Context: an optimization exercise on an open-source flow, tuned for small area and few clock cycles. The choices shown serve that exercise and are no tape-out recipe.
Where RTL was checked, it was by simulation tests only, not by an equivalence proof against the original.
Only the layout flow was run in runs 4 and 5; the RTL was not checked for function there.

==> flow/design.v (outline; a module is shown in full before it is edited, if it fits) <==
// module iqfir_lane: 2044 lines
// module iqfir_slicer: 238 lines
// module iq_fir_qpsk_slicer: 122 lines
module iq_fir_qpsk_slicer (
  input  logic                                 clk,
  input  logic                                 rst,
  input  logic                                 s_tvalid,
  output logic                                 s_tready,
  input  logic [iqfir_pkg::IN_TDATA_W-1:0]     s_tdata,
  output logic                                 m_tvalid,
  input  logic                                 m_tready,
  output logic [iqfir_pkg::OUT_TDATA_W-1:0]    m_tdata,
  output logic                                 m_tuser,
  input  logic                                 cfg_valid,
  output logic                                 cfg_ready,
  input  logic [iqfir_pkg::CFG_IDX_W-1:0]      cfg_index,
  input  logic [iqfir_pkg::WEIGHT_W-1:0]       cfg_data
);
  // ...
==> flow/run.sh <==
#!/bin/bash
# synth_recipe.tcl (not shown) runs the flow's synth.tcl, then flattens the netlist and writes it again
# the make line also repeats each setting of config.mk as NAME=value (left out here)
make -C /OpenROAD-flow-scripts/flow DESIGN_CONFIG=/design/flow/config.mk WORK_HOME=/design/flow/orfs CLKGATE_MAP_FILE= SYNTH_SCRIPT=/design/flow/synth_recipe.tcl finish
==> flow/config.mk <==
export PLATFORM = sky130hd
export DESIGN_NAME = iq_fir_qpsk_slicer
export DESIGN_NICKNAME = iq_fir_qpsk_slicer
export VERILOG_FILES = /design/flow/design.v
export SDC_FILE = /design/flow/constraint.sdc
export NUM_CORES = 4
export LEC_CHECK = 0
export CAP_MARGIN = 20
export CORE_MARGIN = 2
export CORE_UTILIZATION = 40
export SLEW_MARGIN = 20
==> flow/constraint.sdc <==
create_clock -name core_clock -period 7.5 [get_ports {clk}]
set_input_delay 1.5000 -clock core_clock [delete_from_list [all_inputs] [get_ports {clk}]]
set_output_delay 1.5000 -clock core_clock [all_outputs]
set_load 0.01 [all_outputs]
==> flow_summary_export.csv, run 1 <==
group,metric,value,unit
status,status,"finished clean",
critical_path,cp_slowest_cell,"fa_1",
finish,final_common_cell,"inv_1",
synthesis,synthSimpleGateAreaFrac,0.0778,
synthesis,synthTopCellsByArea,"fa_1 (26%), edfxtp_1 (19%), xnor2_1 (8.7%)",
clock_tree,clkTransAtPathRegs,0.06,ns
synthesis,yosysSeqAreaShare,0.205,
place,place_congestion,0.946,
grt,grt_util_met1,0.375,
timing,timing.setup.tns,0,ns
finish,seqCellArea,10800,um^2
routing,m1WireLength,77.0,mm
synthesis,ys_top_cells_by_count,"inv_1 (919), fa_1 (694), xnor2_1 (520)",
grt,grt-ovfl-total,0,
timing,finalHoldViolCount,0,
place,hpwl,142,mm
finish,seq_cells,374,
finish,drive_gt1_frac,0.143,
finish,clkbuf_count,68,
worst_hold_path,min_path_type,"flip-flop to flip-flop",
grt,grt_max_degree,89,
grt,gr-usage-met3,0.0700,
routing,viasPerCell,5.59,
finish,final_cell_mix,"inv_1 (915), fa_1 (676), buf_4 (520)",
synthesis,yosysWarnings,1,
critical_path,rrSetupSlack,0.18,ns
critical_path,criticalPathCategory,"flip-flop to flip-flop",
timing,max_freq,0.137,GHz
timing,drv_slew,0,
grt,grt_pass1_wl,272,mm
synthesis,async_flop_share,0,
synthesis,synth_top_family_by_area,"adder cells",
critical_path,critPathBufInv,6,
grt,grtUsageTotal,0.264,
place,port_buffers,230,
critical_path,path_max_fanout,34,
routing,routed_wirelength,180,mm
synthesis,synthAdderAreaFrac,0.313,
synthesis,synthMuxAreaShare,0.0207,
Testbench counts, summed over its fixed seeds: cycles 16,400.
==> run 2: changes to the inputs <==
==> flow/flow/run.sh (new file) <==
#!/bin/bash
# Layout flow: the standard synthesis, then an inverter cleanup around the full adders
# (flow/polfix.py, checked equivalent with ABC's cec before it is used), then the standard
# layout steps. Each tool writes its full output to its own log file here.
set -euo pipefail
RES=$PWD/orfs/results/$FLOW_PLATFORM/iq_fir_qpsk_slicer/base
LIB=$FLOW_HOME/platforms/$FLOW_PLATFORM/lib/sky130_fd_sc_hd__tt_025C_1v80.lib

bash standard.sh "$RES/1_2_yosys.v" > std_synth.log 2>&1

cp "$RES/1_2_yosys.v" yosys_orig.v
if python3 flow/polfix.py yosys_orig.v yosys_pol.v > polfix.log 2>&1; then
  for n in orig pol; do
    yosys -q -p "read_liberty -ignore_miss_func $LIB; read_verilog yosys_$n.v; hierarchy -top $FLOW_TOP; flatten; proc; opt_clean; techmap; opt -fast; dffunmap; write_blif -gates $n.blif" > yosys_blif_$n.log 2>&1
  done
  yosys-abc -c "cec orig.blif pol.blif" > cec.log 2>&1 || true
  if grep -q "Networks are equivalent" cec.log; then
    cp yosys_pol.v "$RES/1_2_yosys.v"
    echo "using the cleaned netlist" >> polfix.log
  else
    echo "cec did not prove equivalence; keeping the standard netlist" >> polfix.log
  fi
  rm -f orig.blif pol.blif
fi

bash standard.sh > std_layout.log 2>&1
==> flow/flow/polfix.py (new file) <==
#!/usr/bin/env python3
"""Inverter cleanup around full adders in a flat gate-level netlist (Yosys output).

A full adder is self-dual: FA(~a, ~b, ~c) = (~sum, ~cout). Synthesis leaves inverters between
chained sky130 fa cells; this script chooses for each fa cell whether to implement it on
complemented signals so that as few inverters as possible are needed, then rebuilds the
inverters: at most one per signal and polarity.  Usage: polfix.py IN.v OUT.v"""
import re
import sys
import random

OUT_PINS = {"X", "Y", "Q", "Q_N", "SUM", "COUT", "HI", "LO"}
INV_RE = re.compile(r"^sky130_fd_sc_hd__(inv|clkinv)_\d+$")
FA_RE = re.compile(r"^sky130_fd_sc_hd__fa_\d+$")
FA_IN = ("A", "B", "CIN")
FA_OUT = ("SUM", "COUT")

src = open(sys.argv[1]).read()
m = re.search(r"\bmodule\b.*?;", src, re.S)
body_start = m.end()
end = src.rindex("endmodule")

# ports
ports = set()
for d in re.finditer(r"^\s*(input|output|inout)\s+(?:wire\s+)?(\[[^\]]*\]\s*)?([^;]+);", src, re.M):
    for nm in d.group(3).split(","):
        nm = nm.strip()
        if d.group(2):
            a, b = [int(x) for x in d.group(2).strip()[1:-1].split(":")]
            for i in range(min(a, b), max(a, b) + 1):
                ports.add(f"{nm}[{i}]")
        ports.add(nm)
out_ports = set()
for d in re.finditer(r"^\s*output\s+(?:wire\s+)?(\[[^\]]*\]\s*)?([^;]+);", src, re.M):
    for nm in d.group(2).split(","):
        nm = nm.strip()
        if d.group(1):
            a, b = [int(x) for x in d.group(1).strip()[1:-1].split(":")]
            for i in range(min(a, b), max(a, b) + 1):
                out_ports.add(f"{nm}[{i}]")
        out_ports.add(nm)

if re.search(r"^\s*assign\b", src, re.M):
    sys.exit("netlist has assign statements; not handled")

inst_re = re.compile(r"^\s*(sky130_fd_sc_hd__\w+)\s+(\S+)\s*\((.*?)\);\s*$", re.S | re.M)
pin_re = re.compile(r"\.(\w+)\(\s*(.*?)\s*\)(?=\s*[,)]|\s*$)", re.S)
insts = []
for mm in inst_re.finditer(src, body_start, end):
    typ, name, body = mm.group(1), mm.group(2), mm.group(3)
    pins = {}
    for p in re.finditer(r"\.(\w+)\((.*?)\)\s*(,|$)", body, re.S):
        pins[p.group(1)] = p.group(2).strip()
    insts.append({"type": typ, "name": name, "pins": pins, "span": mm.span()})

def norm(n):
    return n.strip()

driver = {}
for i, it in enumerate(insts):
    for p, n in it["pins"].items():
        if p in OUT_PINS:
            driver[norm(n)] = (i, p)

is_inv = [bool(INV_RE.match(it["type"])) for it in insts]
is_fa = [bool(FA_RE.match(it["type"])) for it in insts]
# inverters that drive a port, or whose input is a constant, stay as ordinary gates
for i, it in enumerate(insts):
    if is_inv[i]:
        y = norm(it["pins"]["Y"]); a = norm(it["pins"]["A"])
        if y in ports or "'" in a:
            is_inv[i] = False

def root(n):
    """(root net, parity) of net n, following removable inverters."""
    par = 0
    seen = 0
    while n in driver and is_inv[driver[n][0]]:
        n = norm(insts[driver[n][0]]["pins"]["A"])
        par ^= 1
        seen += 1
        if seen > 1000:
            raise SystemExit("inverter loop")
    return n, par

# loads: every input pin of a non-removable cell, plus output ports
loads = []   # (inst index or -1 for port, pin, root, parity)
for i, it in enumerate(insts):
    if is_inv[i]:
        continue
    for p, n in it["pins"].items():
        if p in OUT_PINS:
            continue
        n = norm(n)
        if "'" in n:
            continue
        r, par = root(n)
        loads.append((i, p, r, par))
for n in out_ports:
    if n in driver and is_inv[driver[n][0]]:
        pass  # cannot happen (port-driving inverters are kept)

# root -> driving fa (if any)
root_fa = {}
for i, it in enumerate(insts):
    if is_fa[i]:
        for p in FA_OUT:
            root_fa[norm(it["pins"][p])] = i
loads_of = {}
for k, (i, p, r, par) in enumerate(loads):
    loads_of.setdefault(r, []).append(k)
# port nets that are roots need their true value
port_need = {r for r in out_ports if r in driver}

o = [0] * len(insts)

def cost_root(r):
    phys = o[root_fa[r]] if r in root_fa else 0
    need = set()
    for k in loads_of.get(r, []):
        i, p, _, par = loads[k]
        need.add(par ^ (o[i] if is_fa[i] else 0))
    if r in port_need:
        need.add(0)
    return 1 if (need - {phys}) else 0

roots = set(loads_of) | set(root_fa)
total = sum(cost_root(r) for r in roots)
fa_roots = {}
for i, it in enumerate(insts):
    if is_fa[i]:
        rs = set(norm(it["pins"][p]) for p in FA_OUT)
        for p in FA_IN:
            n = norm(it["pins"][p])
            if "'" not in n:
                rs.add(root(n)[0])
        fa_roots[i] = rs
start = total
improved = True
rnd = random.Random(1)
order = list(fa_roots)
while improved:
    improved = False
    rnd.shuffle(order)
    for i in order:
        before = sum(cost_root(r) for r in fa_roots[i])
        o[i] ^= 1
        after = sum(cost_root(r) for r in fa_roots[i])
        if after < before:
            total += after - before
            improved = True
        else:
            o[i] ^= 1

# rebuild
cnt = [0]
def newnet(base):
    cnt[0] += 1
    return f"_pol{cnt[0]}_"
new_wires = []
new_insts = []
net_of = {}   # (root, parity) -> net name
for r in roots:
    phys = o[root_fa[r]] if r in root_fa else 0
    need = set()
    for k in loads_of.get(r, []):
        i, p, _, par = loads[k]
        need.add(par ^ (o[i] if is_fa[i] else 0))
    if r in port_need:
        need.add(0)
    if phys == 0:
        net_of[(r, 0)] = r
        if 1 in need:
            nn = newnet(r); new_wires.append(nn)
            new_insts.append(("sky130_fd_sc_hd__inv_1", r, nn))
            net_of[(r, 1)] = nn
    else:
        pn = newnet(r); new_wires.append(pn)
        net_of[(r, 1)] = pn
        if 0 in need:
            new_insts.append(("sky130_fd_sc_hd__inv_1", pn, r))
            net_of[(r, 0)] = r

def esc(v):
    return v + " " if v.startswith("\\") else v

pos = 0
body_text = src
pieces = []
last = 0
for i, it in enumerate(insts):
    s, e = it["span"]
    pieces.append(src[last:s])
    last = e
    if is_inv[i]:
        continue
    pins = dict(it["pins"])
    for p, n in it["pins"].items():
        nn = norm(n)
        if p in OUT_PINS:
            if is_fa[i] and o[i]:
                pins[p] = net_of[(nn, 1)]
            continue
        if "'" in nn:
            continue
        r, par = root(nn)
        need = par ^ (o[i] if is_fa[i] else 0)
        pins[p] = net_of[(r, need)]
    txt = f"  {it['type']} {it['name']} (\n" + ",\n".join(f"    .{p}({esc(v)})" for p, v in pins.items()) + "\n  );"
    pieces.append(txt)
pieces.append(src[last:end])
decl = "".join(f"  wire {w};\n" for w in new_wires)
invs = "".join(f"  sky130_fd_sc_hd__inv_1 _polinv{k}_ (\n    .A({esc(a)}),\n    .Y({esc(y)})\n  );\n"
               for k, (t, a, y) in enumerate(new_insts))
res = src[:body_start] + "\n" + decl + "".join(pieces)[len(src[:body_start]):] + invs + src[end:]
open(sys.argv[2], "w").write(res)
ninv_before = sum(1 for i, it in enumerate(insts) if INV_RE.match(it["type"]))
ninv_kept = sum(1 for i, it in enumerate(insts) if INV_RE.match(it["type"]) and not is_inv[i])
print(f"polfix: fa {sum(is_fa)}, flipped {sum(o)}, inverters {ninv_before} -> {ninv_kept + len(new_insts)} (cost {start} -> {total})")
==> flow/standard.sh (new file) <==
#!/bin/bash
# synth_recipe.tcl (not shown) runs the flow's synth.tcl, then flattens the netlist and writes it again
# the make line also repeats each setting of config.mk as NAME=value (left out here)
make -C /OpenROAD-flow-scripts/flow DESIGN_CONFIG=/design/flow/config.mk WORK_HOME=/design/flow/orfs CLKGATE_MAP_FILE= SYNTH_SCRIPT=/design/flow/synth_recipe.tcl "${@:-finish}"
removed: flow/run.sh
==> flow_summary_export.csv, run 2 <==
group,metric,value,unit
timing,timing.hold.ws,0.418,ns
routing,wl_per_cell,24.4,um
clock_tree,cts_tree,"done",
grt,grt_pass1_wl,264,mm
status,status,"finished clean",
timing,max_freq,0.138,GHz
grt,antenna_found_initial,0,
routing,wl_met3,18.0,mm
routing,vias,41631,
routing,topRoutingLayerUsed,"met4",
floorplanning,core,126000,um^2
critical_path,required,7.88,ns
clock_tree,cts_inserted_buffers,47,
critical_path,crit_path_end_kind,"flip-flop",
place,hpwl,139,mm
clock_tree,hold_buffers,0,
routing,drc_errors,0,
finish,regMostFlops,"taps",
timing,maxSlewHeadroom,0.296,
clock_tree,cts_sinks,374,
finish,final_common_cell,"fa_1",
finish,nets,6422,
clock_tree,clock_latency,0.64,ns
critical_path,critPathBufInv,4,
timing,period_share,0.964,
clock_tree,clockBufferDepth,3,
critical_path,path_max_fanout,12,
worst_hold_path,min_path_type,"flip-flop to flip-flop",
place,placed_cells_incl_taps,7048,
floorplanning,die_h,360,um
finish,antenna-diode-count,0,
floorplanning,io_pins,236,
finish,area_growth,17.0,%
synthesis,yosysWarnings,1,
floorplanning,start_util,0.403,
place,port_buffers,230,
critical_path,crit_path_frequent_cell,"fa_1",
finish,final_cell_mix,"fa_1 (685), xnor2_1 (518), buf_4 (481)",
critical_path,cp_slowest_stage_delay,0.57,ns
routing,drt_iter0_markers,4349,
grt,grt-ovfl-total,0,
routing,postRouteAntennaNets,0,
flow_run,maxCapViolCount,0,
finish,largest_register_ff_count,40,
synthesis,synth.avg_cell_area,9.79,um^2
timing,tightest_slew,1.06,ns
critical_path,start_kind,"flip-flop",
critical_path,crit_chain,"buf_4, or3b_2, a21boi_4, buf_12, buf_6, a22oi_1, xnor2_1, fa_1, fa_1, fa_1, inv_1, fa_1, fa_1, fa_1, ha_1, o21ai_0, o21ai_0, o41a_1, a21o_1, a31o_2, a41o_1, a21oi_1, xnor2_1",
critical_path,cp_slowest_cell,"fa_1",
timing,layout_min_cycle_time,7.23,ns
critical_path,cpLargestDelayFamily,"adder cells",
critical_path,worstPathArrival,7.61,ns
grt,grt_max_degree,170,
clock_tree,cts_root_buffer,"clkbuf_16",
grt,grtUsageTotal,0.265,
finish,layoutNonFillerInstCount,7139,
clock_tree,clkTransAtPathRegs,0.06,ns
floorplanning,die_x,360,um
routing,routed_wirelength,174,mm
routing,first_pass_iters,6,
timing,skew,0.0509,ns
grt,first_global_vias,41168,
routing,wl_met2,74.5,mm
floorplanning,die_area,129000,um^2
clock_tree,htree_num_levels,2,
floorplanning,fp-row-count,130,
critical_path,criticalPathCategory,"flip-flop to flip-flop",
synthesis,synth_cells,5176,
timing,timing.setup.tns,0,ns
timing,finalHoldViolCount,0,
routing,m1WireLength,74.7,mm
finish,drive_gt1_frac,0.138,
synthesis,syn-cell-area,50600,um^2
routing,viasPerCell,5.83,
timing,drv_slew,0,
timing,setup_viol,0,
finish,largestRegisters,"taps x40, o_tag x31, s1_tag x31",
place,place_congestion,0.953,
## run 2: worst paths after layout
path,slack (ns),start,cells past startpoint,endpoint
min reg2reg,0.42,s1_tag[11],0,o_tag[11]
max reg2reg,0.27,taps[19],23,s1_sum_q[24]
max,0.27,taps[19],23,s1_sum_q[24]
min,0.42,s1_tag[11],0,o_tag[11]
## run 2: layout make-up
type / count / area, um^2
Timing Repair Buffer: 746 / 6550
Sequential cell: 374 / 10800
Tap cell: 1650 / 2060
Multi-Input combinational cell: 3887 / 36800
Clock buffer: 56 / 1280
Inverter: 399 / 1510
Clock inverter: 27 / 265
Fill cell: 11636 / 66300
## run 2: repair_timing
item / in CTS / in global routing
gates resized for setup: 15 / 83
setup endpoints to repair: 8 / 23
setup buffers: 2 / 5
cloned: 0 / 1
pin swaps: 2 / 24
## run 2: worst register-to-register path, cell delays in order (launching register included)
cell and delay [ns]:
dfxtp_2 0.38, buf_4 0.17, or3b_2 0.47, a21boi_4 0.19, buf_12 0.18, buf_6 0.21, a22oi_1 0.12, xnor2_1 0.21
fa_1 0.47, fa_1 0.57, fa_1 0.56, inv_1 0.06, fa_1 0.46, fa_1 0.52, fa_1 0.47, ha_1 0.38
o21ai_0 0.09, o21ai_0 0.15, o41a_1 0.37, a21o_1 0.20, a31o_2 0.27, a41o_1 0.24, a21oi_1 0.17, xnor2_1 0.08
## run 2: per-stage QoR
step,worst slack [ns],util,area (um^2)
after CTS,0.000929,0.469,58800
after global routing,-0.0150,0.472,59200
after detailed placement,-0.473,0.456,57200
after global placement,-0.405,0.456,57200
after floorplan,0.00770,-,50700
final,0.267,0.472,59200
## run 2: per-layer routing
layer / vias up / track usage
met5: - / 0
met4: 0 / 0.0893
met3: 306 / 0.0655
met2: 2035 / 0.396
met1: 20872 / 0.376
li1: 18418 / -
==> run 3: changes to the inputs <==
--- a/flow/flow/run.sh
+++ b/flow/flow/run.sh
@@ -23,4 +23,6 @@
   rm -f orig.blif pol.blif
 fi
 
+# smallest buffer on each port (the standard flow picks a larger delay cell)
+export BUFFER_PORTS_ARGS="-buffer_cell sky130_fd_sc_hd__buf_1"
 bash standard.sh > std_layout.log 2>&1
==> flow_summary_export.csv, run 3 <==
group,metric,value,unit
clock_tree,clkTransAtPathRegs,0.06,ns
grt,antenna_found_initial,1,
grt,grt-ovfl-total,0,
timing,drv_slew,0,
timing,layout_min_cycle_time,7.31,ns
clock_tree,clock_latency,0.66,ns
flow_run,maxCapViolCount,0,
critical_path,crit_path_end_kind,"flip-flop",
timing,timing.setup.tns,0,ns
floorplanning,core,126000,um^2
critical_path,path_max_fanout,24,
finish,final_cell_mix,"fa_1 (687), xnor2_1 (516), buf_4 (469)",
finish,layoutNonFillerInstCount,7116,
grt,first_global_vias,40938,
finish,fill_cells,11970,
routing,drt_iter0_markers,4894,
timing,max_freq,0.137,GHz
floorplanning,io_pins,236,
routing,viasPerCell,5.80,
critical_path,worstPathArrival,7.71,ns
clock_tree,hold_buffers,0,
timing,tightest_slew,1.01,ns
clock_tree,cts_tree,"done",
timing,finalHoldViolCount,0,
synthesis,syn-cell-area,50600,um^2
worst_hold_path,min_path_cells,0,
grt,grt_pass1_wl,261,mm
timing,skew,0.0496,ns
floorplanning,start_util,0.403,
routing,postRouteAntennaNets,0,
routing,first_pass_iters,6,
worst_hold_path,hp-start,"s1_tag[3]",
timing,maxSlewHeadroom,0.324,
clock_tree,htree_num_levels,2,
synthesis,synth_cells,5176,
worst_hold_path,hold_end,"o_tag[3]",
place,placed_cells_incl_taps,7017,
timing,rsz0062_at_grt,"yes",
routing,routed_wirelength,172,mm
clock_tree,clockBufferDepth,3,
finish,nets,6398,
finish,area_growth,13.5,%
finish,largestRegisters,"taps x40, o_tag x31, s1_tag x31",
clock_tree,cts_sinks,374,
critical_path,criticalPathCategory,"flip-flop to flip-flop",
finish,stdcell_area,57500,um^2
place,port_buffers,230,
critical_path,r2r_end,"s1_sum_q[23]",
floorplanning,fp-row-count,130,
finish,largest_register_ff_count,40,
clock_tree,cts_root_buffer,"clkbuf_16",
place,hpwl,138,mm
floorplanning,die_x,360,um
synthesis,yosysWarnings,1,
finish,final_common_cell,"fa_1",
routing,vias,41279,
place,place_congestion,0.940,
routing,drc_errors,0,
critical_path,rrSetupSlack,0.19,ns
critical_path,r2r_cells,21,
timing,period_share,0.974,
place,place_area,55500,um^2
worst_hold_path,min_path_type,"flip-flop to flip-flop",
critical_path,rr_startpoint,"taps[37]",
timing,setup_viol,0,
critical_path,required,7.90,ns
finish,antenna-diode-count,0,
routing,wl_per_cell,24.1,um
grt,grtUsageTotal,0.263,
finish,regMostFlops,"taps",
synthesis,synth.avg_cell_area,9.79,um^2
grt,grt_max_degree,81,
critical_path,start_kind,"flip-flop",
status,status,"finished clean",
floorplanning,die_h,360,um
clock_tree,cts_inserted_buffers,46,
floorplanning,die_area,129000,um^2
finish,drive_gt1_frac,0.136,
run 3: cell types whose count changed in the layout (fill, tap and decap cells not counted), sizes merged:
cell           delta
buf             +206
clkinv           -11
inv               +7
clkbuf            +1
clkdlybuf4s50   -229
clkinvlp          +6
bufinv            -3
run 3: layout make-up:
cell class	instances	area (um^2)	area share
Inverter	399	1510	0.0262
Multi-Input combinational cell	3887	36700	0.639
Sequential cell	374	10800	0.188
Clock inverter	26	240	0.00418
Clock buffer	57	1280	0.0222
Timing Repair Buffer	723	4870	0.0846
Tap cell	1650	2060	0.0359
run 3: worst max-delay path by stage:
stage               slack (ns)  cells after the start           end    startpoint
floorplan                0.008                     31  o_filt_q[15]   s1_sum_q[0]
global placement          -0.1                     32  o_filt_q[15]   s1_sum_q[5]
detailed placement       -0.24                     32  o_filt_q[15]   s1_sum_q[5]
CTS                      0.006                     32  o_filt_q[15]   s1_sum_q[5]
global route             -0.05                     32  o_filt_q[15]  s1_sum_q[17]
finish                    0.19                     21  s1_sum_q[23]      taps[37]
run 3: critical path: stages, from the launching register on:
cell	delay, ns
dfxtp_2	0.40
or3b_2	0.47
a21boi_2	0.19
buf_12	0.19
a22oi_1	0.12
xnor2_1	0.31
fa_1	0.48
fa_1	0.64
fa_1	0.46
fa_1	0.45
fa_1	0.54
inv_1	0.07
fa_1	0.47
ha_1	0.36
a21oi_2	0.17
o22ai_1	0.10
or4_1	0.43
a31oi_2	0.22
o21ai_1	0.13
a41o_1	0.29
o41a_1	0.35
xor2_1	0.16
run 3: per-stage QoR:
stage | hold WS [ns] | setup slack (ns) | util
finish | 0.416 | 0.193 | 0.458
global route | 0.413 | -0.0457 | 0.458
CTS | 0.413 | 0.00563 | 0.455
detailed placement | 0.405 | -0.241 | 0.442
global placement | 0.401 | -0.0970 | 0.442
floorplan | 0.400 | 0.00770 | -
run 3: timing repair:
item,4_1_cts,5_1_grt
gates resized for setup,11,75
setup buffers,4,13
setup endpoints to repair,5,22
pin swaps,7,26
run 3: routing by layer:
layer	up-vias	part of all wire	global-route usage	routed length (um)
met5	-	0	0	0
met4	0	0.032	0.0733	5550
met3	259	0.11	0.0707	18000
met2	2072	0.44	0.401	75100
met1	20625	0.43	0.367	73000
li1	18323	-	-	-
==> module iqfir_slicer, before the edit <==
module iqfir_slicer (
  input  logic [25:0] sum,
  input  logic        valid,
  output logic [15:0] quot
);
  logic        neg;
  logic [5:0]  ra6, rb6;
  logic [6:0]  v;
  logic [5:0]  c6, c6m;
  logic [15:0] corr, p, pm;
  logic m1;
  logic m2;
  logic m3;
  logic m4;
  logic m5;
  logic m6;
  logic m7;
  logic m8;
  logic m9;
  logic m10;
  logic m11;
  logic m12;
  logic m13;
  logic m14;
  logic m15;
  logic m16;
  logic m17;
  logic m18;
  logic m19;
  logic m20;
  logic m21;
  logic m22;
  logic m23;
  logic m24;
  logic m25;
  logic m26;
  logic m27;
  logic m28;
  logic m29;
  logic m30;
  logic m31;
  logic m32;
  logic m33;
  logic m34;
  logic m35;
  logic m36;
  logic q1;
  logic q2;
  logic q3;
  logic q4;
  logic q5;
  logic q6;
  logic q7;
  logic q8;
  logic q9;
  logic q10;
  logic q11;
  logic q12;
  logic q13;
  logic q14;
  logic q15;
  logic q16;
  logic q17;
  logic q18;
  logic q19;
  logic q20;
  logic q21;
  logic q22;
  logic q23;
  logic q24;
  logic q25;
  logic q26;
  logic q27;
  logic q28;
  logic q29;
  logic q30;
  logic q31;
  logic q32;
  logic q33;
  logic q34;
  logic q35;
  logic q36;
  logic q37;
  logic q38;
  logic q39;
  logic q40;
  logic q41;
  logic q42;
  logic q43;
  logic q44;
  logic q45;
  logic q46;
  logic q47;
  logic q48;
  logic q49;
  logic q50;
  logic q51;
  logic q52;
  logic q53;
  logic q54;
  logic q55;
  logic q56;
  logic q57;
  logic q58;
  logic q59;
  logic q60;
  logic q61;
  logic q62;
  logic q63;
  logic q64;
  logic q65;
  logic q66;
  logic q67;
  logic q68;
  logic q69;
  logic q70;
  assign neg = sum[25];
  assign m1 = sum[1] ^ sum[7] ^ sum[13];
  assign m2 = (sum[1] & sum[7]) | (sum[1] & sum[13]) | (sum[7] & sum[13]);
  assign m3 = sum[2] ^ sum[8] ^ sum[14];
  assign m4 = (sum[2] & sum[8]) | (sum[2] & sum[14]) | (sum[8] & sum[14]);
  assign m5 = sum[3] ^ sum[9] ^ sum[15];
  assign m6 = (sum[3] & sum[9]) | (sum[3] & sum[15]) | (sum[9] & sum[15]);
  assign m7 = sum[4] ^ sum[10] ^ sum[16];
  assign m8 = (sum[4] & sum[10]) | (sum[4] & sum[16]) | (sum[10] & sum[16]);
  assign m9 = sum[5] ^ sum[11] ^ sum[17];
  assign m10 = (sum[5] & sum[11]) | (sum[5] & sum[17]) | (sum[11] & sum[17]);
  assign m11 = sum[0] ^ sum[6] ^ sum[12];
  assign m12 = (sum[0] & sum[6]) | (sum[0] & sum[12]) | (sum[6] & sum[12]);
  assign m13 = sum[19] ^ neg ^ m12;
  assign m14 = (sum[19] & neg) | (sum[19] & m12) | (neg & m12);
  assign m15 = sum[20] ^ neg ^ m2;
  assign m16 = (sum[20] & neg) | (sum[20] & m2) | (neg & m2);
  assign m17 = sum[21] ^ m4 ^ m5;
  assign m18 = (sum[21] & m4) | (sum[21] & m5) | (m4 & m5);
  assign m19 = sum[22] ^ m6 ^ m7;
  assign m20 = (sum[22] & m6) | (sum[22] & m7) | (m6 & m7);
  assign m21 = sum[23] ^ m8 ^ m9;
  assign m22 = (sum[23] & m8) | (sum[23] & m9) | (m8 & m9);
  assign m23 = sum[18] ^ sum[24] ^ m10;
  assign m24 = (sum[18] & sum[24]) | (sum[18] & m10) | (sum[24] & m10);
  assign m25 = m1 ^ m24 ^ m13;
  assign m26 = (m1 & m24) | (m1 & m13) | (m24 & m13);
  assign m27 = m3 ^ m14 ^ m15;
  assign m28 = (m3 & m14) | (m3 & m15) | (m14 & m15);
  assign m29 = m16 ^ m17;
  assign m30 = m16 & m17;
  assign m31 = m18 ^ m19;
  assign m32 = m18 & m19;
  assign m33 = m20 ^ m21;
  assign m34 = m20 & m21;
  assign m35 = m11 ^ m22 ^ m23;
  assign m36 = (m11 & m22) | (m11 & m23) | (m22 & m23);
  assign ra6 = {m32, m30, m28, m26, m25, m34};
  assign rb6 = {m33, m31, m29, m27, m36, m35};
  assign v = 7'(ra6) + 7'(rb6);
  assign c6[0] = (v == 7'd1) | (v == 7'd3) | (v == 7'd5) | (v == 7'd7) | (v == 7'd10) | (v == 7'd12) | (v == 7'd14) | (v == 7'd16) | (v == 7'd19) | (v == 7'd21) | (v == 7'd23) | (v == 7'd25) | (v == 7'd28) | (v == 7'd30) | (v == 7'd32) | (v == 7'd34) | (v == 7'd37) | (v == 7'd39) | (v == 7'd41) | (v == 7'd43) | (v == 7'd46) | (v == 7'd48) | (v == 7'd50) | (v == 7'd52) | (v == 7'd55) | (v == 7'd57) | (v == 7'd59) | (v == 7'd61) | (v == 7'd64) | (v == 7'd66) | (v == 7'd68) | (v == 7'd70) | (v == 7'd73) | (v == 7'd75) | (v == 7'd77) | (v == 7'd79) | (v == 7'd82) | (v == 7'd84) | (v == 7'd86) | (v == 7'd88) | (v == 7'd91) | (v == 7'd93) | (v == 7'd95) | (v == 7'd97) | (v == 7'd100) | (v == 7'd102) | (v == 7'd104) | (v == 7'd106) | (v == 7'd109) | (v == 7'd111) | (v == 7'd113) | (v == 7'd115) | (v == 7'd118) | (v == 7'd120) | (v == 7'd122) | (v == 7'd124);
  assign c6[1] = (v == 7'd1) | (v == 7'd2) | (v == 7'd5) | (v == 7'd6) | (v == 7'd10) | (v == 7'd11) | (v == 7'd14) | (v == 7'd15) | (v == 7'd19) | (v == 7'd20) | (v == 7'd23) | (v == 7'd24) | (v == 7'd28) | (v == 7'd29) | (v == 7'd32) | (v == 7'd33) | (v == 7'd37) | (v == 7'd38) | (v == 7'd41) | (v == 7'd42) | (v == 7'd46) | (v == 7'd47) | (v == 7'd50) | (v == 7'd51) | (v == 7'd55) | (v == 7'd56) | (v == 7'd59) | (v == 7'd60) | (v == 7'd64) | (v == 7'd65) | (v == 7'd68) | (v == 7'd69) | (v == 7'd73) | (v == 7'd74) | (v == 7'd77) | (v == 7'd78) | (v == 7'd82) | (v == 7'd83) | (v == 7'd86) | (v == 7'd87) | (v == 7'd91) | (v == 7'd92) | (v == 7'd95) | (v == 7'd96) | (v == 7'd100) | (v == 7'd101) | (v == 7'd104) | (v == 7'd105) | (v == 7'd109) | (v == 7'd110) | (v == 7'd113) | (v == 7'd114) | (v == 7'd118) | (v == 7'd119) | (v == 7'd122) | (v == 7'd123);
  assign c6[2] = (v == 7'd1) | (v == 7'd2) | (v == 7'd3) | (v == 7'd4) | (v == 7'd10) | (v == 7'd11) | (v == 7'd12) | (v == 7'd13) | (v == 7'd19) | (v == 7'd20) | (v == 7'd21) | (v == 7'd22) | (v == 7'd28) | (v == 7'd29) | (v == 7'd30) | (v == 7'd31) | (v == 7'd37) | (v == 7'd38) | (v == 7'd39) | (v == 7'd40) | (v == 7'd46) | (v == 7'd47) | (v == 7'd48) | (v == 7'd49) | (v == 7'd55) | (v == 7'd56) | (v == 7'd57) | (v == 7'd58) | (v == 7'd64) | (v == 7'd65) | (v == 7'd66) | (v == 7'd67) | (v == 7'd73) | (v == 7'd74) | (v == 7'd75) | (v == 7'd76) | (v == 7'd82) | (v == 7'd83) | (v == 7'd84) | (v == 7'd85) | (v == 7'd91) | (v == 7'd92) | (v == 7'd93) | (v == 7'd94) | (v == 7'd100) | (v == 7'd101) | (v == 7'd102) | (v == 7'd103) | (v == 7'd109) | (v == 7'd110) | (v == 7'd111) | (v == 7'd112) | (v == 7'd118) | (v == 7'd119) | (v == 7'd120) | (v == 7'd121);
  assign c6[3] = (v == 7'd2) | (v == 7'd4) | (v == 7'd6) | (v == 7'd8) | (v == 7'd11) | (v == 7'd13) | (v == 7'd15) | (v == 7'd17) | (v == 7'd20) | (v == 7'd22) | (v == 7'd24) | (v == 7'd26) | (v == 7'd29) | (v == 7'd31) | (v == 7'd33) | (v == 7'd35) | (v == 7'd38) | (v == 7'd40) | (v == 7'd42) | (v == 7'd44) | (v == 7'd47) | (v == 7'd49) | (v == 7'd51) | (v == 7'd53) | (v == 7'd56) | (v == 7'd58) | (v == 7'd60) | (v == 7'd62) | (v == 7'd65) | (v == 7'd67) | (v == 7'd69) | (v == 7'd71) | (v == 7'd74) | (v == 7'd76) | (v == 7'd78) | (v == 7'd80) | (v == 7'd83) | (v == 7'd85) | (v == 7'd87) | (v == 7'd89) | (v == 7'd92) | (v == 7'd94) | (v == 7'd96) | (v == 7'd98) | (v == 7'd101) | (v == 7'd103) | (v == 7'd105) | (v == 7'd107) | (v == 7'd110) | (v == 7'd112) | (v == 7'd114) | (v == 7'd116) | (v == 7'd119) | (v == 7'd121) | (v == 7'd123) | (v == 7'd125);
  assign c6[4] = (v == 7'd3) | (v == 7'd4) | (v == 7'd7) | (v == 7'd8) | (v == 7'd12) | (v == 7'd13) | (v == 7'd16) | (v == 7'd17) | (v == 7'd21) | (v == 7'd22) | (v == 7'd25) | (v == 7'd26) | (v == 7'd30) | (v == 7'd31) | (v == 7'd34) | (v == 7'd35) | (v == 7'd39) | (v == 7'd40) | (v == 7'd43) | (v == 7'd44) | (v == 7'd48) | (v == 7'd49) | (v == 7'd52) | (v == 7'd53) | (v == 7'd57) | (v == 7'd58) | (v == 7'd61) | (v == 7'd62) | (v == 7'd66) | (v == 7'd67) | (v == 7'd70) | (v == 7'd71) | (v == 7'd75) | (v == 7'd76) | (v == 7'd79) | (v == 7'd80) | (v == 7'd84) | (v == 7'd85) | (v == 7'd88) | (v == 7'd89) | (v == 7'd93) | (v == 7'd94) | (v == 7'd97) | (v == 7'd98) | (v == 7'd102) | (v == 7'd103) | (v == 7'd106) | (v == 7'd107) | (v == 7'd111) | (v == 7'd112) | (v == 7'd115) | (v == 7'd116) | (v == 7'd120) | (v == 7'd121) | (v == 7'd124) | (v == 7'd125);
  assign c6[5] = (v == 7'd5) | (v == 7'd6) | (v == 7'd7) | (v == 7'd8) | (v == 7'd14) | (v == 7'd15) | (v == 7'd16) | (v == 7'd17) | (v == 7'd23) | (v == 7'd24) | (v == 7'd25) | (v == 7'd26) | (v == 7'd32) | (v == 7'd33) | (v == 7'd34) | (v == 7'd35) | (v == 7'd41) | (v == 7'd42) | (v == 7'd43) | (v == 7'd44) | (v == 7'd50) | (v == 7'd51) | (v == 7'd52) | (v == 7'd53) | (v == 7'd59) | (v == 7'd60) | (v == 7'd61) | (v == 7'd62) | (v == 7'd68) | (v == 7'd69) | (v == 7'd70) | (v == 7'd71) | (v == 7'd77) | (v == 7'd78) | (v == 7'd79) | (v == 7'd80) | (v == 7'd86) | (v == 7'd87) | (v == 7'd88) | (v == 7'd89) | (v == 7'd95) | (v == 7'd96) | (v == 7'd97) | (v == 7'd98) | (v == 7'd104) | (v == 7'd105) | (v == 7'd106) | (v == 7'd107) | (v == 7'd113) | (v == 7'd114) | (v == 7'd115) | (v == 7'd116) | (v == 7'd122) | (v == 7'd123) | (v == 7'd124) | (v == 7'd125);
  assign c6m  = c6 & {6{valid}};
  assign corr = {c6m[3:0], c6m, c6m};
  assign q1 = 1'b1 ^ sum[9];
  assign q2 = 1'b1 & sum[9];
  assign q3 = sum[10] ^ sum[4];
  assign q4 = sum[10] & sum[4];
  assign q5 = sum[11] ^ sum[5];
  assign q6 = sum[11] & sum[5];
  assign q7 = sum[12] ^ sum[6] ^ sum[0];
  assign q8 = (sum[12] & sum[6]) | (sum[12] & sum[0]) | (sum[6] & sum[0]);
  assign q9 = neg ^ ~sum[9];
  assign q10 = neg & ~sum[9];
  assign q11 = sum[13] ^ sum[7] ^ sum[1];
  assign q12 = (sum[13] & sum[7]) | (sum[13] & sum[1]) | (sum[7] & sum[1]);
  assign q13 = neg ^ ~sum[10] ^ ~sum[4];
  assign q14 = (neg & ~sum[10]) | (neg & ~sum[4]) | (~sum[10] & ~sum[4]);
  assign q15 = sum[14] ^ sum[8] ^ sum[2];
  assign q16 = (sum[14] & sum[8]) | (sum[14] & sum[2]) | (sum[8] & sum[2]);
  assign q17 = neg ^ ~sum[11] ^ ~sum[5];
  assign q18 = (neg & ~sum[11]) | (neg & ~sum[5]) | (~sum[11] & ~sum[5]);
  assign q19 = sum[15] ^ sum[9] ^ sum[3];
  assign q20 = (sum[15] & sum[9]) | (sum[15] & sum[3]) | (sum[9] & sum[3]);
  assign q21 = sum[0] ^ ~sum[12] ^ ~sum[6];
  assign q22 = (sum[0] & ~sum[12]) | (sum[0] & ~sum[6]) | (~sum[12] & ~sum[6]);
  assign q23 = 1'b1 ^ sum[3];
  assign q24 = 1'b1 & sum[3];
  assign q25 = sum[6] ^ sum[0];
  assign q26 = sum[6] & sum[0];
  assign q27 = sum[7] ^ sum[1] ^ neg;
  assign q28 = (sum[7] & sum[1]) | (sum[7] & neg) | (sum[1] & neg);
  assign q29 = sum[8] ^ sum[2] ^ neg;
  assign q30 = (sum[8] & sum[2]) | (sum[8] & neg) | (sum[2] & neg);
  assign q31 = sum[3] ^ ~sum[6] ^ ~sum[0];
  assign q32 = (sum[3] & ~sum[6]) | (sum[3] & ~sum[0]) | (~sum[6] & ~sum[0]);
  assign q33 = ~sum[7] ^ ~sum[1] ^ q2;
  assign q34 = (~sum[7] & ~sum[1]) | (~sum[7] & q2) | (~sum[1] & q2);
  assign q35 = ~sum[8] ^ ~sum[2] ^ q4;
  assign q36 = (~sum[8] & ~sum[2]) | (~sum[8] & q4) | (~sum[2] & q4);
  assign q37 = ~sum[3] ^ q6 ^ q9;
  assign q38 = (~sum[3] & q6) | (~sum[3] & q9) | (q6 & q9);
  assign q39 = q10 ^ q8 ^ q11;
  assign q40 = (q10 & q8) | (q10 & q11) | (q8 & q11);
  assign q41 = q12 ^ q15 ^ q14;
  assign q42 = (q12 & q15) | (q12 & q14) | (q15 & q14);
  assign q43 = q16 ^ q19 ^ q18;
  assign q44 = (q16 & q19) | (q16 & q18) | (q19 & q18);
  assign q45 = neg ^ ~sum[0];
  assign q46 = neg & ~sum[0];
  assign q47 = sum[4] ^ ~sum[1] ^ q24;
  assign q48 = (sum[4] & ~sum[1]) | (sum[4] & q24) | (~sum[1] & q24);
  assign q49 = sum[5] ^ ~sum[2];
  assign q50 = sum[5] & ~sum[2];
  assign q51 = neg ^ ~sum[3] ^ q25;
  assign q52 = (neg & ~sum[3]) | (neg & q25) | (~sum[3] & q25);
  assign q53 = ~sum[4] ^ q26 ^ q27;
  assign q54 = (~sum[4] & q26) | (~sum[4] & q27) | (q26 & q27);
  assign q55 = ~sum[5] ^ q28 ^ q29;
  assign q56 = (~sum[5] & q28) | (~sum[5] & q29) | (q28 & q29);
  assign q57 = q1 ^ q30 ^ q31;
  assign q58 = (q1 & q30) | (q1 & q31) | (q30 & q31);
  assign q59 = q3 ^ q32 ^ q33;
  assign q60 = (q3 & q32) | (q3 & q33) | (q32 & q33);
  assign q61 = q5 ^ q34 ^ q35;
  assign q62 = (q5 & q34) | (q5 & q35) | (q34 & q35);
  assign q63 = q7 ^ q36 ^ q37;
  assign q64 = (q7 & q36) | (q7 & q37) | (q36 & q37);
  assign q65 = q13 ^ q38 ^ q39;
  assign q66 = (q13 & q38) | (q13 & q39) | (q38 & q39);
  assign q67 = q17 ^ q40 ^ q41;
  assign q68 = (q17 & q40) | (q17 & q41) | (q40 & q41);
  assign q69 = q21 ^ q42 ^ q43;
  assign q70 = (q21 & q42) | (q21 & q43) | (q42 & q43);
  assign p = {q68, q66, q64, q62, q60, q58, q56, q54, q52, q50, q48, q46, q45, sum[2], sum[1], sum[0]} + {q69, q67, q65, q63, q61, q59, q57, q55, q53, q51, q49, q47, q23, 1'b0, 1'b0, 1'b0};
  assign pm = p & {16{valid}};
  assign quot = pm + corr;
endmodule
==> module iq_fir_qpsk_slicer, before the edit <==
module iq_fir_qpsk_slicer (
  input  logic                                 clk,
  input  logic                                 rst,
  input  logic                                 s_tvalid,
  output logic                                 s_tready,
  input  logic [iqfir_pkg::IN_TDATA_W-1:0]     s_tdata,
  output logic                                 m_tvalid,
  input  logic                                 m_tready,
  output logic [iqfir_pkg::OUT_TDATA_W-1:0]    m_tdata,
  output logic                                 m_tuser,
  input  logic                                 cfg_valid,
  output logic                                 cfg_ready,
  input  logic [iqfir_pkg::CFG_IDX_W-1:0]      cfg_index,
  input  logic [iqfir_pkg::WEIGHT_W-1:0]       cfg_data
);
  iqfir_pkg::taps_t taps;
  iqfir_pkg::taps_t taps_m;
  logic [3:0]       fill;
  logic             en;
  logic             accept;
  logic [15:0]      hi0, hi1, hi2, hi3;
  logic [15:0]      hq0, hq1, hq2, hq3;
  logic [15:0]      in_i, in_q;
  logic [19:0]      bd_one, bd_two, bd_neg;
  logic [25:0]      sum_i_n, sum_q_n;
  logic             s1_valid;
  logic [30:0]      s1_tag;
  logic             s1_fvalid;
  logic [25:0]      s1_sum_i, s1_sum_q;
  logic [30:0]      o_tag;
  logic             o_fvalid;
  logic [25:0]      o_sum_i, o_sum_q;
  logic [15:0]      o_filt_i, o_filt_q;
  logic [15:0]      quot_i, quot_q;
  logic [15:0]      raw_i, raw_q;
  assign in_i = s_tdata[46:31];
  assign in_q = s_tdata[62:47];
  assign en        = !m_tvalid || m_tready;
  assign s_tready  = en;
  assign accept    = s_tvalid && en;
  assign cfg_ready = 1'b1;
  always_ff @(posedge clk) begin
    if (rst) begin
      taps <= iqfir_pkg::TAP_RESET;
    end else if (cfg_valid && cfg_index < 3'd5) begin
      taps[cfg_index*8 +: 8] <= cfg_data;
    end
  end
  assign taps_m = {taps[39:32] & {8{fill[3]}},
                   taps[31:24] & {8{fill[2]}},
                   taps[23:16] & {8{fill[1]}},
                   taps[15:8]  & {8{fill[0]}},
                   taps[7:0]};
  always_comb begin
    for (int k = 0; k < 5; k++) begin
      for (int i = 0; i < 4; i++) begin
        logic b2, b1, b0;
        b2 = taps_m[8*k + 2*i + 1];
        b1 = taps_m[8*k + 2*i];
        b0 = (i == 0) ? 1'b0 : taps_m[8*k + 2*i - 1];
        bd_one[4*k + i] = b1 ^ b0;
        bd_two[4*k + i] = (b2 & !b1 & !b0) | (!b2 & b1 & b0);
        bd_neg[4*k + i] = b2;
      end
    end
  end
  always_ff @(posedge clk) begin
    if (rst) begin
      fill <= '0;
    end else if (accept) begin
      fill <= {fill[2:0], 1'b1};
    end
  end
  always_ff @(posedge clk) begin
    if (accept) begin
      hi0 <= in_i;  hi1 <= hi0;  hi2 <= hi1;  hi3 <= hi2;
      hq0 <= in_q;  hq1 <= hq0;  hq2 <= hq1;  hq3 <= hq2;
    end
  end
  iqfir_lane u_lane_i (
    .x0 (in_i), .x1 (hi0), .x2 (hi1), .x3 (hi2), .x4 (hi3),
    .one (bd_one), .two (bd_two), .neg (bd_neg), .sum (sum_i_n)
  );
  iqfir_lane u_lane_q (
    .x0 (in_q), .x1 (hq0), .x2 (hq1), .x3 (hq2), .x4 (hq3),
    .one (bd_one), .two (bd_two), .neg (bd_neg), .sum (sum_q_n)
  );
  always_ff @(posedge clk) begin
    if (rst) begin
      s1_valid <= 1'b0;
      m_tvalid <= 1'b0;
    end else if (en) begin
      s1_valid <= s_tvalid;
      m_tvalid <= s1_valid;
    end
  end
  always_ff @(posedge clk) begin
    if (en) begin
      s1_tag    <= s_tdata[30:0];
      s1_fvalid <= fill[3];
      s1_sum_i  <= sum_i_n;
      s1_sum_q  <= sum_q_n;
    end
  end
  iqfir_slicer u_div_i (.sum (s1_sum_i), .valid (s1_fvalid), .quot (quot_i));
  iqfir_slicer u_div_q (.sum (s1_sum_q), .valid (s1_fvalid), .quot (quot_q));
  always_ff @(posedge clk) begin
    if (en) begin
      o_tag    <= s1_tag;
      o_fvalid <= s1_fvalid;
      o_sum_i  <= s1_sum_i;
      o_sum_q  <= s1_sum_q;
      o_filt_i <= quot_i;
      o_filt_q <= quot_q;
    end
  end
  assign raw_i = s1_valid ? hi1 : hi0;
  assign raw_q = s1_valid ? hq1 : hq0;
  assign m_tdata = {3'b000, o_filt_i[15], o_filt_q[15], o_filt_q, o_filt_i,
                    o_sum_q, o_sum_i, raw_q, raw_i, o_tag};
  assign m_tuser = o_fvalid;
endmodule
==> run 4: changes to the inputs <==
--- a/flow/design.v
+++ b/flow/design.v
@@ -2065,7 +2065,10 @@
   logic [5:0]  ra6, rb6;
   logic [6:0]  v;
   logic [5:0]  c6, c6m;
-  logic [15:0] corr, p, pm;
+  logic [15:0] p, pm;
+  logic [5:0]  q0, q1a, q1b;
+  logic [3:0]  q2a, q2b;
+  logic        k0, k1a, k1b, k1;
   logic m1;
   logic m2;
   logic m3;
@@ -2219,7 +2222,6 @@
   assign c6[4] = (v == 7'd3) | (v == 7'd4) | (v == 7'd7) | (v == 7'd8) | (v == 7'd12) | (v == 7'd13) | (v == 7'd16) | (v == 7'd17) | (v == 7'd21) | (v == 7'd22) | (v == 7'd25) | (v == 7'd26) | (v == 7'd30) | (v == 7'd31) | (v == 7'd34) | (v == 7'd35) | (v == 7'd39) | (v == 7'd40) | (v == 7'd43) | (v == 7'd44) | (v == 7'd48) | (v == 7'd49) | (v == 7'd52) | (v == 7'd53) | (v == 7'd57) | (v == 7'd58) | (v == 7'd61) | (v == 7'd62) | (v == 7'd66) | (v == 7'd67) | (v == 7'd70) | (v == 7'd71) | (v == 7'd75) | (v == 7'd76) | (v == 7'd79) | (v == 7'd80) | (v == 7'd84) | (v == 7'd85) | (v == 7'd88) | (v == 7'd89) | (v == 7'd93) | (v == 7'd94) | (v == 7'd97) | (v == 7'd98) | (v == 7'd102) | (v == 7'd103) | (v == 7'd106) | (v == 7'd107) | (v == 7'd111) | (v == 7'd112) | (v == 7'd115) | (v == 7'd116) | (v == 7'd120) | (v == 7'd121) | (v == 7'd124) | (v == 7'd125);
   assign c6[5] = (v == 7'd5) | (v == 7'd6) | (v == 7'd7) | (v == 7'd8) | (v == 7'd14) | (v == 7'd15) | (v == 7'd16) | (v == 7'd17) | (v == 7'd23) | (v == 7'd24) | (v == 7'd25) | (v == 7'd26) | (v == 7'd32) | (v == 7'd33) | (v == 7'd34) | (v == 7'd35) | (v == 7'd41) | (v == 7'd42) | (v == 7'd43) | (v == 7'd44) | (v == 7'd50) | (v == 7'd51) | (v == 7'd52) | (v == 7'd53) | (v == 7'd59) | (v == 7'd60) | (v == 7'd61) | (v == 7'd62) | (v == 7'd68) | (v == 7'd69) | (v == 7'd70) | (v == 7'd71) | (v == 7'd77) | (v == 7'd78) | (v == 7'd79) | (v == 7'd80) | (v == 7'd86) | (v == 7'd87) | (v == 7'd88) | (v == 7'd89) | (v == 7'd95) | (v == 7'd96) | (v == 7'd97) | (v == 7'd98) | (v == 7'd104) | (v == 7'd105) | (v == 7'd106) | (v == 7'd107) | (v == 7'd113) | (v == 7'd114) | (v == 7'd115) | (v == 7'd116) | (v == 7'd122) | (v == 7'd123) | (v == 7'd124) | (v == 7'd125);
   assign c6m  = c6 & {6{valid}};
-  assign corr = {c6m[3:0], c6m, c6m};
   assign q1 = 1'b1 ^ sum[9];
   assign q2 = 1'b1 & sum[9];
   assign q3 = sum[10] ^ sum[4];
@@ -2292,7 +2294,13 @@
   assign q70 = (q21 & q42) | (q21 & q43) | (q42 & q43);
   assign p = {q68, q66, q64, q62, q60, q58, q56, q54, q52, q50, q48, q46, q45, sum[2], sum[1], sum[0]} + {q69, q67, q65, q63, q61, q59, q57, q55, q53, q51, q49, q47, q23, 1'b0, 1'b0, 1'b0};
   assign pm = p & {16{valid}};
-  assign quot = pm + corr;
+  assign {k0, q0} = 7'(pm[5:0]) + 7'(c6m);
+  assign {k1a, q1a} = 7'(pm[11:6]) + 7'(c6m);
+  assign {k1b, q1b} = 7'(pm[11:6]) + 7'(c6m) + 7'd1;
+  assign q2a = pm[15:12] + c6m[3:0];
+  assign q2b = pm[15:12] + c6m[3:0] + 4'd1;
+  assign k1 = k0 ? k1b : k1a;
+  assign quot = {k1 ? q2b : q2a, k0 ? q1b : q1a, q0};
 endmodule
 module iq_fir_qpsk_slicer (
   input  logic                                 clk,
@@ -2309,8 +2317,7 @@
   input  logic [iqfir_pkg::CFG_IDX_W-1:0]      cfg_index,
   input  logic [iqfir_pkg::WEIGHT_W-1:0]       cfg_data
 );
-  iqfir_pkg::taps_t taps;
-  iqfir_pkg::taps_t taps_m;
+  logic [59:0]      digits;
   logic [3:0]       fill;
   logic             en;
   logic             accept;
@@ -2335,29 +2342,33 @@
   assign s_tready  = en;
   assign accept    = s_tvalid && en;
   assign cfg_ready = 1'b1;
+  function automatic logic [11:0] booth(input logic [7:0] w);
+    logic [3:0] one, two, neg;
+    for (int i = 0; i < 4; i++) begin
+      logic b2, b1, b0;
+      b2 = w[2*i + 1];
+      b1 = w[2*i];
+      b0 = (i == 0) ? 1'b0 : w[2*i - 1];
+      one[i] = b1 ^ b0;
+      two[i] = (b2 & !b1 & !b0) | (!b2 & b1 & b0);
+      neg[i] = b2;
+    end
+    booth = {neg, two, one};
+  endfunction
   always_ff @(posedge clk) begin
     if (rst) begin
-      taps <= iqfir_pkg::TAP_RESET;
+      digits <= {booth(8'd1), booth(8'd2), booth(8'd3), booth(8'd2), booth(8'd1)};
     end else if (cfg_valid && cfg_index < 3'd5) begin
-      taps[cfg_index*8 +: 8] <= cfg_data;
+      digits[cfg_index*12 +: 12] <= booth(cfg_data);
     end
   end
-  assign taps_m = {taps[39:32] & {8{fill[3]}},
-                   taps[31:24] & {8{fill[2]}},
-                   taps[23:16] & {8{fill[1]}},
-                   taps[15:8]  & {8{fill[0]}},
-                   taps[7:0]};
   always_comb begin
     for (int k = 0; k < 5; k++) begin
-      for (int i = 0; i < 4; i++) begin
-        logic b2, b1, b0;
-        b2 = taps_m[8*k + 2*i + 1];
-        b1 = taps_m[8*k + 2*i];
-        b0 = (i == 0) ? 1'b0 : taps_m[8*k + 2*i - 1];
-        bd_one[4*k + i] = b1 ^ b0;
-        bd_two[4*k + i] = (b2 & !b1 & !b0) | (!b2 & b1 & b0);
-        bd_neg[4*k + i] = b2;
-      end
+      logic m;
+      m = (k == 0) ? 1'b1 : fill[k - 1];
+      bd_one[4*k +: 4] = digits[12*k +: 4] & {4{m}};
+      bd_two[4*k +: 4] = digits[12*k + 4 +: 4] & {4{m}};
+      bd_neg[4*k +: 4] = digits[12*k + 8 +: 4];
     end
   end
   always_ff @(posedge clk) begin
==> flow_summary_export.csv, run 4 <==
group,metric,value,unit
status,status,"finished clean",
synthesis,syn-cell-area,49100,um^2
critical_path,r2r_cells,28,
floorplanning,start_util,0.403,
floorplanning,die_x,354,um
grt,grt-ovfl-total,0,
finish,final_common_cell,"fa_1",
timing,tightest_slew,1.20,ns
place,placed_cells_incl_taps,6445,
routing,first_pass_iters,6,
finish,layoutNonFillerInstCount,6554,
flow_run,maxCapViolCount,0,
clock_tree,cts_inserted_buffers,51,
clock_tree,cts_sinks,394,
grt,first_global_vias,38517,
floorplanning,io_pins,236,
critical_path,path_max_fanout,3,
finish,fill_cells,11411,
place,dpl_worst_slack,-0.332,ns
floorplanning,die_h,354,um
timing,maxSlewHeadroom,0.194,
timing,setup_viol,0,
clock_tree,cts_tree,"done",
finish,largestRegisters,"digits x60, o_tag x31, s1_tag x31",
timing,max_freq,0.136,GHz
routing,drc_errors,0,
critical_path,crit_path_end_kind,"flip-flop",
floorplanning,die_area,126000,um^2
finish,regMostFlops,"digits",
finish,nets,5863,
place,place_congestion,0.940,
place,hpwl,131,mm
routing,viasPerCell,5.78,
critical_path,r2r_end,"o_filt_q[13]",
critical_path,cp_slowest_stage_delay,0.52,ns
worst_hold_path,hp-start,"s1_tag[17]",
routing,postRouteAntennaNets,0,
grt,antenna_found_initial,3,
timing,finalHoldViolCount,0,
routing,vias,37860,
worst_hold_path,min_path_type,"flip-flop to flip-flop",
synthesis,yosysWarnings,1,
place,port_buffers,230,
timing,skew,0.0519,ns
routing,drt_iter0_markers,4472,
clock_tree,clkTransAtPathRegs,0.05,ns
finish,fin_util,0.456,
finish,area_growth,13.1,%
timing,period_share,0.977,
critical_path,criticalPathCategory,"flip-flop to flip-flop",
clock_tree,clockBufferDepth,3,
critical_path,start_kind,"flip-flop",
worst_hold_path,hold_end,"o_tag[17]",
synthesis,synth_cells,4667,
worst_hold_path,min_path_cells,0,
timing,layout_min_cycle_time,7.33,ns
critical_path,rr_startpoint,"s1_sum_q[12]",
routing,wl_per_cell,25.1,um
synthesis,synth.avg_cell_area,10.5,um^2
clock_tree,cts_root_buffer,"clkbuf_16",
routing,routed_wirelength,164,mm
critical_path,required,7.88,ns
timing,timing.final.ws_setup,0.172,ns
finish,final_cell_mix,"fa_1 (690), a22oi_1 (635), xnor2_1 (474)",
clock_tree,clock_latency,0.67,ns
timing,drv_slew,0,
floorplanning,core,122000,um^2
critical_path,worstPathArrival,7.71,ns
grt,grt_pass1_wl,247,mm
clock_tree,htree_num_levels,2,
finish,largest_register_ff_count,60,
floorplanning,fp-row-count,128,
finish,drive_gt1_frac,0.128,
critical_path,cp_slowest_cell,"fa_1",
grt,grtUsageTotal,0.259,
grt,grt_max_degree,86,
critical_path,crit_start,"s1_sum_q[12]",
critical_path,rrSetupSlack,0.17,ns
timing,timing.setup.tns,0,ns
run 4: final cells by class:
type	instances	area [um^2]	share of cell area
Antenna cell	1	2.50	0.0000450
Timing Repair Buffer	624	4060	0.0730
Tap cell	1625	2030	0.0366
Inverter	373	1410	0.0254
Multi-Input combinational cell	3442	35100	0.631
Clock buffer	62	1350	0.0243
Sequential cell	394	11200	0.201
Clock inverter	33	447	0.00804
run 4: timing repair:
item	CTS	global route
hold buffers	0	0
setup endpoints to repair	6	23
resized for setup	6	83
setup buffers	0	13
pin swaps	0	35
run 4: worst max-delay path by stage:
stage                               to  depth (start not counted)  slack [ns]
after floorplan           o_filt_q[13]                         28        0.05
after global placement    o_filt_i[15]                         28       -0.18
after detailed placement  o_filt_i[15]                         28       -0.33
after CTS                 o_filt_i[15]                         28       0.007
after global routing      o_filt_q[13]                         28       -0.05
final                     o_filt_q[13]                         28        0.17
run 4: layer usage:
metal  vias to the layer above  share of wire  track usage
met5                         -       0.000079            0
met4                         2          0.034       0.0773
met3                       314           0.10       0.0624
met2                      2087           0.45        0.400
met1                     19016           0.42        0.360
li1                      16441              -            -
run 4: metrics by stage:
stage                     hold slack, ns  area [um^2]
after floorplan                    0.400        49100
after global placement             0.400        53300
after detailed placement           0.405        53300
after CTS                          0.415        55100
after global routing               0.422        55600
final                              0.414        55600
run 4: critical path: cells and delay by family (launching register included):
family / cells / cell delay [ns]
flip-flops: 1 / 0.42
AND/OR/NAND/NOR: 7 / 1.09
adder cells (fa/ha/maj): 6 / 2.49
AO/OA/AOI/OAI: 12 / 2.54
multiplexers: 1 / 0.29
buffers and inverters: 2 / 0.23
==> run 5: changes to the inputs <==
--- a/flow/config.mk
+++ b/flow/config.mk
@@ -7,5 +7,5 @@
 export LEC_CHECK = 0
 export CAP_MARGIN = 20
 export CORE_MARGIN = 2
-export CORE_UTILIZATION = 40
+export CORE_UTILIZATION = 60
 export SLEW_MARGIN = 20
==> flow_summary_export.csv, run 5 <==
group,metric,value,unit
status,status,"finished clean",
floorplanning,die_x,290,um
place,port_buffers,230,
synthesis,yosysWarnings,1,
finish,fill_cells,6334,
place,hpwl,125,mm
routing,first_pass_iters,6,
floorplanning,core,80800,um^2
synthesis,synth_cells,4667,
timing,drv_slew,0,
timing,rsz0062_at_grt,"yes",
routing,drt_iter0_markers,4435,
grt,grt_max_degree,80,
clock_tree,cts_sinks,394,
clock_tree,cts_inserted_buffers,49,
clock_tree,htree_num_levels,2,
floorplanning,fp-row-count,104,
grt,grt_pass1_wl,237,mm
critical_path,worstPathArrival,7.67,ns
finish,final_cell_mix,"fa_1 (692), a22oi_1 (630), xnor2_1 (474)",
timing,max_freq,0.137,GHz
routing,viasPerCell,6.34,
place,dpl_worst_slack,-0.273,ns
finish,multiInputGateArea,35100,um^2
finish,area_growth,11.0,%
clock_tree,clock_latency,0.64,ns
timing,finalHoldViolCount,0,
floorplanning,start_util,0.608,
timing,maxSlewHeadroom,0.237,
critical_path,required,7.86,ns
finish,seqCellArea,11200,um^2
floorplanning,die_area,84200,um^2
finish,regMostFlops,"digits",
clock_tree,hold_buffers,0,
flow_run,maxCapViolCount,0,
timing,period_share,0.974,
critical_path,crit_path_end_kind,"flip-flop",
clock_tree,clockBufferDepth,3,
finish,largest_register_ff_count,60,
routing,routed_wirelength,157,mm
finish,drive_gt1_frac,0.126,
grt,grtUsageTotal,0.371,
critical_path,path_max_fanout,30,
synthesis,synth.avg_cell_area,10.5,um^2
finish,nets,5854,
clock_tree,cts_root_buffer,"clkbuf_16",
finish,final_common_cell,"fa_1",
critical_path,criticalPathCategory,"flip-flop to flip-flop",
timing,timing.final.ws_setup,0.197,ns
grt,grt-ovfl-total,0,
clock_tree,cts_tree,"done",
routing,vias,37880,
routing,wl_per_cell,26.2,um
worst_hold_path,min_path_type,"flip-flop to flip-flop",
critical_path,start_kind,"flip-flop",
timing,setup_viol,0,
floorplanning,io_pins,236,
place,place_congestion,0.971,
timing,tightest_slew,1.14,ns
floorplanning,die_h,290,um
synthesis,syn-cell-area,49100,um^2
timing,layout_min_cycle_time,7.30,ns
grt,first_global_vias,38387,
timing,skew,0.0267,ns
routing,postRouteAntennaNets,0,
finish,largestRegisters,"digits x60, o_tag x31, s1_tag x31",
clock_tree,clkTransAtPathRegs,0.06,ns
routing,drc_errors,0,
grt,antenna_found_initial,3,
run 5: final cells by class:
type,count,area share
multi-input combinational,3442,0.643
sequential,394,0.205
timing repair buffer,617,0.0722
inverter,373,0.0258
tap,1060,0.0243
clock buffer,60,0.0242
clock inverter,30,0.00466
antenna,1,0.0000459
run 5: critical path, cell delays in order (launching register included):
cell      delay, ns
dfxtp_1        0.42
and2_1         0.27
buf_6          0.34
a22oi_1        0.16
xor2_1         0.19
fa_1           0.47
fa_1           0.49
fa_1           0.59
fa_1           0.45
fa_1           0.49
fa_1           0.55
inv_1          0.06
ha_1           0.31
a21o_1         0.18
a21oi_2        0.13
nor2b_1        0.06
or2_2          0.26
a31o_2         0.23
a21o_1         0.20
o41ai_2        0.34
buf_4          0.18
o21ai_0        0.10
a21oi_2        0.18
o21bai_1       0.10
a21oi_2        0.16
xnor2_1        0.09
run 5: final timing paths:
check | from | slack [ns] | to | cells past startpoint
worst max register to register | fill[1] | 0.20 | s1_sum_q[24] | 25
worst max-delay path | fill[1] | 0.20 | s1_sum_q[24] | 25
worst min-delay path | s1_tag[26] | 0.42 | o_tag[26] | 0
worst min register to register | s1_tag[26] | 0.42 | o_tag[26] | 0
run 5: through the flow:
step	std cells	hold slack, ns	instance area (um^2)	util	setup TNS [ns]
detailed placement	5876	0.405	52500	0.649	-0.895
floorplan	4669	0.400	49100	-	0
finish	5977	0.417	54500	0.675	0
global route	5976	0.426	54500	0.675	-0.199
CTS	5967	0.415	54100	0.670	0
global placement	5876	0.400	52500	0.649	-0.321
run 5: metal layers:
layer,share of wire,global-route usage
met1,0.40,0.508
met2,0.44,0.561
met3,0.13,0.129
met4,0.030,0.108
met5,0.00026,0
run 5: repair_timing:
item	CTS	global route
buffers inserted	1	9
resized for setup	18	83
hold endpoints to repair	0	0
pin swaps	1	42
endpoints found under the setup margin	8	21

[port drivers added, routing unchanged]
The flow's constraints put no driver on any port. The routed layouts listed below were extracted and timed again, unchanged, in two steps.
Step 1, drivers: a clkbuf_16 drives clk and a buf_2 each remaining input, both assumed.
Step 2 adds t to the input delays and takes it off the output delays; t is the mean of the earliest and latest rising clock arrival at the registers after step 1. Input paths then give back, and output paths get back, about the clock's delay inside the block.
a / b / c = no drivers / after step 1 / after step 2; a / b = the first two.
run | t (ns) | setup slack, ns | worst data-port slew with drivers (ns) | cell pins on the clock port's net
run 1 | 0.732 | 0.176 / 0.176 / -0.428 | 0.07 | 1
run 2 | 0.686 | 0.267 / 0.267 / -0.322 | 0.06 | 1
run 3 | 0.709 | 0.193 / 0.193 / -0.064 | 0.05 | 1
run 4 | 0.727 | 0.172 / 0.172 / -0.025 | 0.09 | 1
run 5 | 0.697 | 0.197 / 0.197 / -0.142 | 0.10 | 1
Met with ideal ports but missed after step 2: setup timing in every run listed. The setup slack of run 1, which loses most, moves by 0.000 ns with the drivers and by -0.604 ns with both steps.
